From an optimization exercise on the open Yosys and OpenROAD flow, aimed at small area, a short achievable clock period and few clock cycles; shortcuts taken in it are not production practice.
Function was checked by simulation only, so behaviour that the tests miss may differ from the original.
Power and IR drop assume default switching activity.

### design.v
`default_nettype none
package sort_pkg;
  localparam int DATA_W = 32;
  localparam int IDX_W  = 16;
  localparam logic [1:0] REG_GO    = 2'd0;
  localparam logic [1:0] REG_BASE  = 2'd1;
  localparam logic [1:0] REG_SIZE  = 2'd2;
  localparam logic [1:0] REG_STACK = 2'd3;
  typedef struct packed {
    logic [IDX_W-1:0] high;
    logic [IDX_W-1:0] low;
  } stack_range_t;
  typedef union packed {
    logic [DATA_W-1:0] raw;
    stack_range_t      range;
  } stack_entry_u;
  typedef enum logic [2:0] {
    ELEM_J, ELEM_I, ELEM_PIVOT, STACK_TOP, STACK_PUSH
  } addr_sel_t;
  typedef enum logic [1:0] {
    VAL_I, VAL_J, PIVOT, ENTRY
  } wdata_sel_t;
  typedef enum logic [4:0] {
    S_IDLE, S_INIT, S_CHECK, S_RD_PIVOT, S_WT_PIVOT, S_LOOP,
    S_RD_J, S_WT_J, S_CMP, S_RD_I, S_WT_I, S_WR_I, S_WR_J,
    S_PUSH, S_POP, S_WT_POP, S_FINISH
  } ctrl_state_t;
endpackage
`default_nettype wire
`timescale 1ns/100ps
`default_nettype none
module sort_xcel_regs (
  input  wire logic                      clk,
  input  wire logic                      reset,
  input  wire logic                      xcel_req_val_i,
  output logic                           xcel_req_rdy_o,
  input  wire logic                      xcel_req_write_i,
  input  wire logic [1:0]                xcel_req_addr_i,
  input  wire logic [sort_pkg::DATA_W-1:0] xcel_req_data_i,
  output logic                           xcel_resp_val_o,
  input  wire logic                      xcel_resp_rdy_i,
  output logic [sort_pkg::DATA_W-1:0]    xcel_resp_data_o,
  input  wire logic                      busy_i,
  output logic                           go_o,
  output logic [sort_pkg::DATA_W-1:0]    base_addr_o,
  output logic [sort_pkg::IDX_W-1:0]     size_o,
  output logic [sort_pkg::DATA_W-1:0]    stack_addr_o
);
  logic req_xfer;
  logic wr_xfer;
  assign xcel_req_rdy_o  = !busy_i && xcel_resp_rdy_i;
  assign xcel_resp_val_o = xcel_req_val_i && !busy_i;
  assign req_xfer        = xcel_req_val_i && xcel_req_rdy_o;
  assign wr_xfer         = req_xfer && xcel_req_write_i;
  assign xcel_resp_data_o = xcel_req_write_i ? '0 : sort_pkg::DATA_W'(1);
  assign go_o = wr_xfer && (xcel_req_addr_i == sort_pkg::REG_GO);
  always_ff @(posedge clk) begin
    if (reset) begin
      base_addr_o  <= '0;
      size_o       <= '0;
      stack_addr_o <= '0;
    end else if (wr_xfer) begin
      case (xcel_req_addr_i)
        sort_pkg::REG_BASE:  base_addr_o  <= xcel_req_data_i;
        sort_pkg::REG_SIZE:  size_o       <= xcel_req_data_i[sort_pkg::IDX_W-1:0];
        sort_pkg::REG_STACK: stack_addr_o <= xcel_req_data_i;
        default:   ;
      endcase
    end
  end
endmodule
`default_nettype wire
`timescale 1ns/100ps
`default_nettype none
module sort_mem_port #(
  parameter int WR_CNT_W = 6
) (
  input  wire logic                        clk,
  input  wire logic                        reset,
  output logic                             mem_req_val_o,
  input  wire logic                        mem_req_rdy_i,
  output logic                             mem_req_write_o,
  output logic [sort_pkg::DATA_W-1:0]      mem_req_addr_o,
  output logic [sort_pkg::DATA_W-1:0]      mem_req_data_o,
  input  wire logic                        mem_resp_val_i,
  output logic                             mem_resp_rdy_o,
  input  wire logic                        mem_resp_write_i,
  input  wire logic [sort_pkg::DATA_W-1:0] mem_resp_data_i,
  input  wire logic                        req_i,
  input  wire logic                        req_write_i,
  input  wire sort_pkg::addr_sel_t         addr_sel_i,
  input  wire sort_pkg::wdata_sel_t        wdata_sel_i,
  output logic                             req_done_o,
  input  wire logic                        rd_wait_i,
  output logic                             rd_valid_o,
  output logic [sort_pkg::DATA_W-1:0]      rd_data_o,
  output logic                             writes_idle_o,
  input  wire logic [sort_pkg::DATA_W-1:0] base_addr_i,
  input  wire logic [sort_pkg::DATA_W-1:0] stack_addr_i,
  input  wire logic [sort_pkg::IDX_W-1:0]  idx_i_i,
  input  wire logic [sort_pkg::IDX_W-1:0]  idx_j_i,
  input  wire logic [sort_pkg::IDX_W-1:0]  high_i,
  input  wire logic [sort_pkg::IDX_W-1:0]  top_i,
  input  wire logic [sort_pkg::DATA_W-1:0] val_i_i,
  input  wire logic [sort_pkg::DATA_W-1:0] val_j_i,
  input  wire logic [sort_pkg::DATA_W-1:0] pivot_i,
  input  wire logic [sort_pkg::DATA_W-1:0] entry_i
);
  logic [sort_pkg::DATA_W-1:0]   region;
  logic [sort_pkg::IDX_W-1:0]    idx_sel;
  logic [WR_CNT_W-1:0] wr_cnt;
  logic                wr_inc;
  logic                wr_dec;
  always_comb begin
    region  = base_addr_i;
    idx_sel = idx_j_i;
    case (addr_sel_i)
      sort_pkg::ELEM_I:     idx_sel = idx_i_i;
      sort_pkg::ELEM_PIVOT: idx_sel = high_i - 1'b1;
      sort_pkg::STACK_TOP: begin
        region  = stack_addr_i;
        idx_sel = top_i - 1'b1;
      end
      sort_pkg::STACK_PUSH: begin
        region  = stack_addr_i;
        idx_sel = top_i;
      end
      default:    ;
    endcase
  end
  assign mem_req_addr_o = region + {{(sort_pkg::DATA_W-sort_pkg::IDX_W-2){1'b0}}, idx_sel, 2'b00};
  always_comb begin
    case (wdata_sel_i)
      sort_pkg::VAL_I:   mem_req_data_o = val_i_i;
      sort_pkg::PIVOT:   mem_req_data_o = pivot_i;
      sort_pkg::ENTRY:   mem_req_data_o = entry_i;
      default: mem_req_data_o = val_j_i;
    endcase
  end
  assign mem_req_val_o   = req_i;
  assign mem_req_write_o = req_write_i;
  assign req_done_o      = req_i && mem_req_rdy_i;
  assign mem_resp_rdy_o = mem_resp_write_i || rd_wait_i;
  assign rd_valid_o     = mem_resp_val_i && !mem_resp_write_i && rd_wait_i;
  assign rd_data_o      = mem_resp_data_i;
  assign wr_inc = req_done_o && req_write_i;
  assign wr_dec = mem_resp_val_i && mem_resp_write_i;
  always_ff @(posedge clk) begin
    if (reset) begin
      wr_cnt <= '0;
    end else if (wr_inc && !wr_dec) begin
      wr_cnt <= wr_cnt + 1'b1;
    end else if (wr_dec && !wr_inc) begin
      wr_cnt <= wr_cnt - 1'b1;
    end
  end
  assign writes_idle_o = (wr_cnt == '0);
endmodule
`default_nettype wire
`timescale 1ns/100ps
`default_nettype none
module sort_partition (
  input  wire logic                        clk,
  input  wire logic                        reset,
  input  wire logic                        start_i,
  input  wire logic [sort_pkg::IDX_W-1:0]  size_i,
  input  wire logic                        pop_i,
  input  wire logic                        pivot_ld_i,
  input  wire logic                        valj_ld_i,
  input  wire logic                        vali_ld_i,
  input  wire logic                        step_i,
  input  wire logic                        swap_done_i,
  input  wire logic                        push_i,
  input  wire logic                        next_i,
  input  wire logic [sort_pkg::DATA_W-1:0] rd_data_i,
  output logic [sort_pkg::IDX_W-1:0]       idx_i_o,
  output logic [sort_pkg::IDX_W-1:0]       idx_j_o,
  output logic [sort_pkg::IDX_W-1:0]       high_o,
  output logic [sort_pkg::IDX_W-1:0]       top_o,
  output logic [sort_pkg::DATA_W-1:0]      val_i_o,
  output logic [sort_pkg::DATA_W-1:0]      val_j_o,
  output logic [sort_pkg::DATA_W-1:0]      pivot_o,
  output logic [sort_pkg::DATA_W-1:0]      entry_o,
  output logic                             lt_pivot_o,
  output logic                             j_at_end_o,
  output logic                             left_push_o,
  output logic                             right_push_o,
  output logic                             stack_empty_o
);
  logic [sort_pkg::IDX_W-1:0] low;
  logic             left_push;
  logic             right_push;
  sort_pkg::stack_entry_u     pop_entry;
  sort_pkg::stack_entry_u     push_entry;
  assign pop_entry.raw = rd_data_i;
  assign left_push  = {1'b0, idx_i_o} >= ({1'b0, low} + 2'd2);
  assign right_push = {1'b0, high_o} >= ({1'b0, idx_i_o} + 2'd3);
  always_comb begin
    if (left_push) begin
      push_entry.range.high = idx_i_o;
      push_entry.range.low  = low;
    end else begin
      push_entry.range.high = high_o;
      push_entry.range.low  = idx_i_o + 1'b1;
    end
  end
  always_ff @(posedge clk) begin
    if (start_i) begin
      low    <= '0;
      high_o <= size_i;
    end else if (pop_i) begin
      low    <= pop_entry.range.low;
      high_o <= pop_entry.range.high;
    end else if (next_i) begin
      idx_i_o <= low;
      idx_j_o <= low;
    end else if (step_i) begin
      idx_j_o <= idx_j_o + 1'b1;
    end else if (swap_done_i) begin
      idx_i_o <= idx_i_o + 1'b1;
      idx_j_o <= idx_j_o + 1'b1;
    end else if (push_i) begin
      if (left_push) low    <= idx_i_o;
      else           high_o <= idx_i_o + 1'b1;
    end
  end
  always_ff @(posedge clk) begin
    if (pivot_ld_i) pivot_o <= rd_data_i;
    if (valj_ld_i)  val_j_o <= rd_data_i;
    if (vali_ld_i)  val_i_o <= rd_data_i;
  end
  always_ff @(posedge clk) begin
    if (reset || start_i) begin
      top_o <= '0;
    end else if (push_i) begin
      top_o <= top_o + 1'b1;
    end else if (pop_i) begin
      top_o <= top_o - 1'b1;
    end
  end
  assign entry_o       = push_entry.raw;
  assign lt_pivot_o    = val_j_o < pivot_o;
  assign j_at_end_o    = ({1'b0, idx_j_o} + 1'b1) >= {1'b0, high_o};
  assign left_push_o   = left_push;
  assign right_push_o  = right_push;
  assign stack_empty_o = (top_o == '0);
endmodule
`default_nettype wire
`timescale 1ns/100ps
`default_nettype none
module sort_ctrl (
  input  wire logic           clk,
  input  wire logic           reset,
  input  wire logic           go_i,
  output logic                busy_o,
  output logic                req_o,
  output logic                req_write_o,
  output sort_pkg::addr_sel_t  addr_sel_o,
  output sort_pkg::wdata_sel_t wdata_sel_o,
  input  wire logic           req_done_i,
  output logic                rd_wait_o,
  input  wire logic           rd_valid_i,
  input  wire logic           writes_idle_i,
  output logic                start_o,
  output logic                pop_o,
  output logic                pivot_ld_o,
  output logic                valj_ld_o,
  output logic                vali_ld_o,
  output logic                step_o,
  output logic                swap_done_o,
  output logic                push_o,
  output logic                next_o,
  input  wire logic           lt_pivot_i,
  input  wire logic           j_at_end_i,
  input  wire logic           left_push_i,
  input  wire logic           right_push_i,
  input  wire logic           stack_empty_i
);
  sort_pkg::ctrl_state_t state;
  sort_pkg::ctrl_state_t state_nxt;
  always_ff @(posedge clk) begin
    if (reset) state <= sort_pkg::S_IDLE;
    else       state <= state_nxt;
  end
  assign busy_o    = (state != sort_pkg::S_IDLE);
  assign rd_wait_o = (state == sort_pkg::S_WT_PIVOT) || (state == sort_pkg::S_WT_J) ||
                     (state == sort_pkg::S_WT_I) || (state == sort_pkg::S_WT_POP);
  always_comb begin
    state_nxt   = state;
    req_o       = 1'b0;
    req_write_o = 1'b0;
    addr_sel_o  = sort_pkg::ELEM_J;
    wdata_sel_o = sort_pkg::VAL_J;
    start_o     = 1'b0;
    pop_o       = 1'b0;
    pivot_ld_o  = 1'b0;
    valj_ld_o   = 1'b0;
    vali_ld_o   = 1'b0;
    step_o      = 1'b0;
    swap_done_o = 1'b0;
    push_o      = 1'b0;
    next_o      = 1'b0;
    case (state)
      sort_pkg::S_IDLE: begin
        start_o = go_i;
        if (go_i) state_nxt = sort_pkg::S_INIT;
      end
      sort_pkg::S_INIT: begin
        next_o    = 1'b1;
        state_nxt = sort_pkg::S_CHECK;
      end
      sort_pkg::S_CHECK:    state_nxt = j_at_end_i ? sort_pkg::S_POP : sort_pkg::S_RD_PIVOT;
      sort_pkg::S_RD_PIVOT: begin
        req_o      = 1'b1;
        addr_sel_o = sort_pkg::ELEM_PIVOT;
        if (req_done_i) state_nxt = sort_pkg::S_WT_PIVOT;
      end
      sort_pkg::S_WT_PIVOT: begin
        pivot_ld_o = rd_valid_i;
        if (rd_valid_i) state_nxt = sort_pkg::S_LOOP;
      end
      sort_pkg::S_LOOP:     state_nxt = j_at_end_i ? sort_pkg::S_RD_I : sort_pkg::S_RD_J;
      sort_pkg::S_RD_J: begin
        req_o = 1'b1;
        if (req_done_i) state_nxt = sort_pkg::S_WT_J;
      end
      sort_pkg::S_WT_J: begin
        valj_ld_o = rd_valid_i;
        if (rd_valid_i) state_nxt = sort_pkg::S_CMP;
      end
      sort_pkg::S_CMP: begin
        step_o    = !lt_pivot_i;
        state_nxt = lt_pivot_i ? sort_pkg::S_RD_I : sort_pkg::S_LOOP;
      end
      sort_pkg::S_RD_I: begin
        req_o      = 1'b1;
        addr_sel_o = sort_pkg::ELEM_I;
        if (req_done_i) state_nxt = sort_pkg::S_WT_I;
      end
      sort_pkg::S_WT_I: begin
        vali_ld_o = rd_valid_i;
        if (rd_valid_i) state_nxt = sort_pkg::S_WR_I;
      end
      sort_pkg::S_WR_I: begin
        req_o       = 1'b1;
        req_write_o = 1'b1;
        addr_sel_o  = sort_pkg::ELEM_I;
        wdata_sel_o = j_at_end_i ? sort_pkg::PIVOT : sort_pkg::VAL_J;
        if (req_done_i) state_nxt = sort_pkg::S_WR_J;
      end
      sort_pkg::S_WR_J: begin
        req_o       = 1'b1;
        req_write_o = 1'b1;
        wdata_sel_o = sort_pkg::VAL_I;
        swap_done_o = req_done_i && !j_at_end_i;
        if (req_done_i) state_nxt = j_at_end_i ? sort_pkg::S_PUSH : sort_pkg::S_LOOP;
      end
      sort_pkg::S_PUSH: begin
        if (left_push_i || right_push_i) begin
          req_o       = 1'b1;
          req_write_o = 1'b1;
          addr_sel_o  = sort_pkg::STACK_PUSH;
          wdata_sel_o = sort_pkg::ENTRY;
          push_o      = req_done_i;
        end else begin
          state_nxt = sort_pkg::S_POP;
        end
      end
      sort_pkg::S_POP: begin
        if (stack_empty_i) begin
          state_nxt = sort_pkg::S_FINISH;
        end else begin
          req_o      = 1'b1;
          addr_sel_o = sort_pkg::STACK_TOP;
          if (req_done_i) state_nxt = sort_pkg::S_WT_POP;
        end
      end
      sort_pkg::S_WT_POP: begin
        pop_o = rd_valid_i;
        if (rd_valid_i) state_nxt = sort_pkg::S_INIT;
      end
      sort_pkg::S_FINISH:   if (writes_idle_i) state_nxt = sort_pkg::S_IDLE;
      default:    state_nxt = sort_pkg::S_IDLE;
    endcase
  end
endmodule
`default_nettype wire
`timescale 1ns/100ps
`default_nettype none
module sort_xcel #(
  parameter int WR_CNT_W = 6
) (
  input  wire logic                        clk,
  input  wire logic                        reset,
  input  wire logic                        xcel_req_val_i,
  output logic                             xcel_req_rdy_o,
  input  wire logic                        xcel_req_write_i,
  input  wire logic [1:0]                  xcel_req_addr_i,
  input  wire logic [sort_pkg::DATA_W-1:0] xcel_req_data_i,
  output logic                             xcel_resp_val_o,
  input  wire logic                        xcel_resp_rdy_i,
  output logic [sort_pkg::DATA_W-1:0]      xcel_resp_data_o,
  output logic                             mem_req_val_o,
  input  wire logic                        mem_req_rdy_i,
  output logic                             mem_req_write_o,
  output logic [sort_pkg::DATA_W-1:0]      mem_req_addr_o,
  output logic [sort_pkg::DATA_W-1:0]      mem_req_data_o,
  input  wire logic                        mem_resp_val_i,
  output logic                             mem_resp_rdy_o,
  input  wire logic                        mem_resp_write_i,
  input  wire logic [sort_pkg::DATA_W-1:0] mem_resp_data_i
);
  logic              busy, go, req, req_write, req_done;
  logic              rd_wait, rd_valid, writes_idle;
  sort_pkg::addr_sel_t         addr_sel;
  sort_pkg::wdata_sel_t        wdata_sel;
  logic [sort_pkg::DATA_W-1:0] base_addr, stack_addr, rd_data;
  logic [sort_pkg::IDX_W-1:0]  size;
  logic [sort_pkg::IDX_W-1:0]  idx_i, idx_j, high, top;
  logic [sort_pkg::DATA_W-1:0] val_i, val_j, pivot, entry;
  logic start, pop, pivot_ld, valj_ld, vali_ld, step, swap_done, push, next;
  logic lt_pivot, j_at_end, left_push, right_push, stack_empty;
  sort_xcel_regs i_regs (
    .clk, .reset,
    .xcel_req_val_i, .xcel_req_rdy_o, .xcel_req_write_i, .xcel_req_addr_i,
    .xcel_req_data_i, .xcel_resp_val_o, .xcel_resp_rdy_i, .xcel_resp_data_o,
    .busy_i(busy), .go_o(go), .base_addr_o(base_addr), .size_o(size),
    .stack_addr_o(stack_addr)
  );
  sort_mem_port #(.WR_CNT_W(WR_CNT_W)) i_mem_port (
    .clk, .reset,
    .mem_req_val_o, .mem_req_rdy_i, .mem_req_write_o, .mem_req_addr_o,
    .mem_req_data_o, .mem_resp_val_i, .mem_resp_rdy_o, .mem_resp_write_i,
    .mem_resp_data_i,
    .req_i(req), .req_write_i(req_write), .addr_sel_i(addr_sel),
    .wdata_sel_i(wdata_sel), .req_done_o(req_done), .rd_wait_i(rd_wait),
    .rd_valid_o(rd_valid), .rd_data_o(rd_data), .writes_idle_o(writes_idle),
    .base_addr_i(base_addr), .stack_addr_i(stack_addr),
    .idx_i_i(idx_i), .idx_j_i(idx_j), .high_i(high), .top_i(top),
    .val_i_i(val_i), .val_j_i(val_j), .pivot_i(pivot), .entry_i(entry)
  );
  sort_partition i_partition (
    .clk, .reset, .start_i(start), .size_i(size),
    .pop_i(pop), .pivot_ld_i(pivot_ld), .valj_ld_i(valj_ld), .vali_ld_i(vali_ld),
    .step_i(step), .swap_done_i(swap_done), .push_i(push), .next_i(next),
    .rd_data_i(rd_data),
    .idx_i_o(idx_i), .idx_j_o(idx_j), .high_o(high), .top_o(top),
    .val_i_o(val_i), .val_j_o(val_j), .pivot_o(pivot), .entry_o(entry),
    .lt_pivot_o(lt_pivot), .j_at_end_o(j_at_end), .left_push_o(left_push),
    .right_push_o(right_push), .stack_empty_o(stack_empty)
  );
  sort_ctrl i_ctrl (
    .clk, .reset, .go_i(go), .busy_o(busy),
    .req_o(req), .req_write_o(req_write), .addr_sel_o(addr_sel),
    .wdata_sel_o(wdata_sel), .req_done_i(req_done), .rd_wait_o(rd_wait),
    .rd_valid_i(rd_valid), .writes_idle_i(writes_idle),
    .start_o(start), .pop_o(pop), .pivot_ld_o(pivot_ld), .valj_ld_o(valj_ld),
    .vali_ld_o(vali_ld), .step_o(step), .swap_done_o(swap_done),
    .push_o(push), .next_o(next),
    .lt_pivot_i(lt_pivot), .j_at_end_i(j_at_end), .left_push_i(left_push),
    .right_push_i(right_push), .stack_empty_i(stack_empty)
  );
endmodule
`default_nettype wire
### run.sh
#!/bin/bash
# synth_recipe.tcl (not shown) runs the flow's synth.tcl, then flattens the netlist and writes it again
# the make line also repeats each setting of config.mk as NAME=value (left out here)
make -C /OpenROAD-flow-scripts/flow DESIGN_CONFIG=/design/flow/config.mk WORK_HOME=/design/flow/orfs CLKGATE_MAP_FILE= SYNTH_SCRIPT=/design/flow/synth_recipe.tcl finish
### config.mk
export PLATFORM = sky130hd
export DESIGN_NAME = sort_xcel
export DESIGN_NICKNAME = sort_xcel
export VERILOG_FILES = /design/flow/design.v
export SDC_FILE = /design/flow/constraint.sdc
export NUM_CORES = 4
export LEC_CHECK = 0
export CAP_MARGIN = 20
export CORE_MARGIN = 2
export CORE_UTILIZATION = 40
export SLEW_MARGIN = 20
### constraint.sdc
create_clock -name core_clock -period 9.0 [get_ports {clk}]
set_input_delay 1.8000 -clock core_clock [delete_from_list [all_inputs] [get_ports {clk}]]
set_output_delay 1.8000 -clock core_clock [all_outputs]
set_load 0.01 [all_outputs]
==> results.json <==
{
  "status": "finished clean",
  "use_met3": 0.0338,
  "hold_start": "i_regs.base_addr_o[8]$_SDFFE_PP0P_",
  "synth_top_area_frac": 0.248,
  "maxCapViolCount": 0,
  "use_met1": 0.348,
  "fin_util": 0.477,
  "min_period_ns": 8.65,
  "layout_setup_ws_ns": 0.345,
  "die_w_um": 213,
  "routed_wl_um": 58900,
  "slowest_delay_ns": 0.55,
  "grt_antenna_before_repair": 1,
  "numCtsBuffers": 30,
  "synth_top_cell_by_area": "edfxtp_1",
  "final_cell_area_mm2": 0.0205,
  "ys_types": 87,
  "syn_to_final_growth_pct": 17.8,
  "hold_viol_final": 0,
  "numPortBuffers": 143,
  "clock_latency_ns": 0.58,
  "cts_sinks": 267,
  "clock-root-buffer": "clkbuf_16",
  "num_antenna_cells": 0,
  "clk_pin_slew_ns": 0.06,
  "synth_area_mm2": 0.0174,
  "drc": 0,
  "drv_slew": 0,
  "end_kind": "output pin",
  "track_usage": 0.256,
  "grt_pass1_wl_um": 88400,
  "grt_busiest_layer": "met2",
  "io_pins": 175,
  "avgSynthCellArea_um2": 8.62,
  "synth_edf_count": 144,
  "die-area_mm2": 0.0453,
  "skew_ns": 0.0145,
  "start_util": 0.405,
  "crit_type": "reg -> out",
  "r2r_start": "i_partition.idx_j_o[0]$_DFFE_PP_",
  "worst_slew_pin_slew_ns": 1.02,
  "yosysWarnings": 4,
  "via_per_inst": 5.70,
  "grt_max_degree": 94,
  "tritoncts": "built",
  "cpMaxStageDelayCell": "or4_1",
  "rr_worst_depth": 14,
  "detail-route-antenna-nets": 0,
  "regToRegEndpoint": "i_partition.idx_j_o[11]$_DFFE_PP_",
  "crit_path_max_fanout": 12,
  "grt_util_met2": 0.423,
  "max-slew-margin-rel": 0.314,
  "fillers": 4165,
  "dp_cells": 2671,
  "synth_area_leaders": "edfxtp_1 25%, dfxtp_1 14%, ha_1 7.7%",
  "clockBufferDepth": 3,
  "regArea_mm2": 0.00679,
  "startpoint": "i_partition.low[2]$_SDFFE_PP0P_",
  "whs_endpoint": "i_regs.base_addr_o[8]$_SDFFE_PP0P_",
  "finalNonFillerCells": 2731,
  "multi_input_area_mm2": 0.00986,
  "post-place-ws_ns": 0.102,
  "drive_gt1_frac": 0.0923,
  "power_density_mw_per_mm2": 186,
  "die_h_um": 213,
  "wl_per_cell_um": 21.6,
  "ys_ff_latch": 267,
  "placed_area_mm2": 0.0194,
  "place.gp.congestion": 0.967,
  "first_iter_violations": 1564,
  "ir_drop_uv": 140,
  "finalSetupViolations": 0,
  "max_freq_ghz": 0.116,
  "hold_path_depth": 2,
  "power.leakage_nw": 7.71,
  "min_path_type": "reg -> reg",
  "crit_arrival_ns": 6.85,
  "num_rows": 76,
  "grt_pass1_vias": 14959,
  "synth-seq-area-share": 0.389,
  "syn-instance-count": 2023,
  "fin_crit_sh": 0.962,
  "htree_levels": 1,
  "start_kind": "register",
  "dr.pass1.iters": 5,
  "ys_async_sr_fraction": 0,
  "ys.flop_type": "edfxtp_1",
  "worstPathRequired_ns": 7.20,
  "r2r_slack_ns": 3.38,
  "tns_ns": 0,
  "hpwl_um": 43200,
  "coreArea_mm2": 0.0431,
  "num_vias": 15573,
  "nNetsFinal": 2305,
  "overflow": 0
}
[worst max path at each step]
stage	end	slack, ns	depth (start not counted)
6_report	mem_req_addr_o[30]	0.35	28
4_1_cts	mem_req_addr_o[31]	0.02	25
3_3_place_gp	mem_req_addr_o[30]	0.36	27
3_5_place_dp	mem_req_addr_o[30]	0.10	27
5_1_grt	mem_req_addr_o[31]	-0.04	25
2_1_floorplan	mem_req_addr_o[30]	1.11	27
[metal layers]
layer,wire length [um],vias up
met5,0,-
met1,25200,7449
met2,27500,656
li1,-,7360
met3,4290,108
met4,1920,0
[area by class of cell]
class	instances	share of cell area
clock buffer	47	0.0451
clock inverter	9	0.00366
inverter	71	0.0130
multi-input combinational	1549	0.480
sequential	267	0.331
tap	585	0.0356
timing repair buffer	203	0.0920
[placed cells by master, fill, tap and decap left out, types with 7 or more instances in the layout]
| cell | synthesis | layout |
|---|---|---|
| a211oi_1 | 15 | 15 |
| a21o_1 | 26 | 26 |
| a21oi_1 | 178 | 177 |
| a22oi_1 | 28 | 28 |
| a2bb2oi_1 | 33 | 33 |
| a31oi_1 | 18 | 16 |
| a41oi_1 | 7 | 7 |
| and2_1 | 9 | 9 |
| and3_1 | 21 | 21 |
| buf_4 | 35 | 58 |
| clkbuf_1 | 92 | 8 |
| clkbuf_16 | 0 | 32 |
| clkbuf_8 | 0 | 7 |
| clkdlybuf4s50_1 | 0 | 140 |
| conb_1 | 1 | 31 |
| dfxtp_1 | 123 | 120 |
| edfxtp_1 | 144 | 144 |
| ha_1 | 107 | 105 |
| inv_1 | 71 | 71 |
| mux2_2 | 32 | 32 |
| mux2i_1 | 26 | 26 |
| nand2_1 | 352 | 351 |
| nand2b_1 | 11 | 11 |
| nand3_1 | 57 | 56 |
| nand4_1 | 31 | 31 |
| nor2_1 | 145 | 141 |
| nor2b_1 | 8 | 8 |
| nor3_1 | 34 | 31 |
| o211ai_1 | 9 | 9 |
| o21ai_0 | 121 | 119 |
| o21bai_1 | 7 | 7 |
| xnor2_1 | 60 | 60 |
| xor2_1 | 62 | 62 |
[per-stage QoR]
step | hold WS [ns] | power [W]
after floorplan | 0.433 | 0.00214
after global placement | 0.438 | 0.00256
after detailed placement | 0.443 | 0.00256
after CTS | 0.452 | 0.00382
after global routing | 0.470 | 0.00399
final | 0.453 | 0.00383
[flip-flops by register name, indices dropped and copies added (netlist names), 16 cells and up]
signal and cells:
i_partition.pivot_o 32, i_partition.high_o 16, i_partition.val_j_o 32, i_partition.idx_i_o 16, i_regs.stack_addr_o 32, i_regs.base_addr_o 32, i_partition.idx_j_o 16, i_regs.size_o 16
i_partition.low 16, i_partition.val_i_o 32, i_partition.top_o 16
[worst max-delay path, delay by kind of cell, from the launching register on]
kind                     cells  cell delay, ns
AND/OR/NAND/NOR              9            1.76
AO/OA/AOI/OAI                8            1.67
adder cells (fa/ha/maj)      4            1.21
buffers and inverters        4            0.70
flip-flops                   1            0.42
XOR/XNOR                     2            0.31
multiplexers                 1            0.21
[power by group]
group / internal [W] / total [W] / switching, W / leakage, nW
clock: 0.000733 / 0.00125 / 0.000513 / 0.494
combinational: 0.000414 / 0.00110 / 0.000685 / 4.92
sequential: 0.00139 / 0.00148 / 0.0000944 / 2.30
[Yosys cell counts (31+ instances only)]
library cell,n
nand2_1,352
a21oi_1,178
nor2_1,145
edfxtp_1,144
dfxtp_1,123
o21ai_0,121
ha_1,107
clkbuf_1,92
inv_1,71
xor2_1,62
xnor2_1,60
nand3_1,57
buf_4,35
nor3_1,34
a2bb2oi_1,33
mux2_2,32
nand4_1,31
[what timing repair did]
item / CTS / global route
resized for setup: 9 / 23
setup buffers: 4 / 0
endpoints found under the setup margin: 10 / 12
hold buffers: 0 / 0
cloned: 0 / 0
pin swaps: 4 / 2
[cell families (layout without fill, tap and decap cells)]
logic type / after synthesis / in the layout / share of synthesized area
adders and majority gates: 109 / 109 / 0.0791
xor gates and xnor gates: 122 / 122 / 0.0613
DFF: 267 / 267 / 0.389
and+or+nand+nor: 724 / 724 / 0.189
muxes: 59 / 59 / 0.0362
other: 1 / 31 / 0.000215
AOI/OAI and AO/OA: 504 / 504 / 0.183
buffers and inverters: 237 / 330 / 0.0622
Testbench counts, summed over its fixed seeds: cycles 669,714.

==> port drivers added, routing unchanged <==
Ports are ideal in the flow. The routed layout listed here was re-timed in OpenROAD.
Step 1: set_driving_cell puts a clkbuf_16 on clk and a buf_2 on each other input, an assumption about the parent block.
Step 2 adds t to the input delays and takes it off the output delays; t is the mean of the earliest and latest rising clock arrival at the registers after step 1. Input paths then give back, and output paths get back, about the clock's delay inside the block.
Three values: no drivers, after step 1, after step 2; two values: the first two.
shift t [ns]: 0.631
setup WS [ns]: 0.345 / 0.287 / 0.918
worst setup path after step 2: register to output
After both steps setup and hold are still met in this run. For this run, drivers alone change the setup slack by -0.058 ns; drivers and shift together by +0.573 ns.
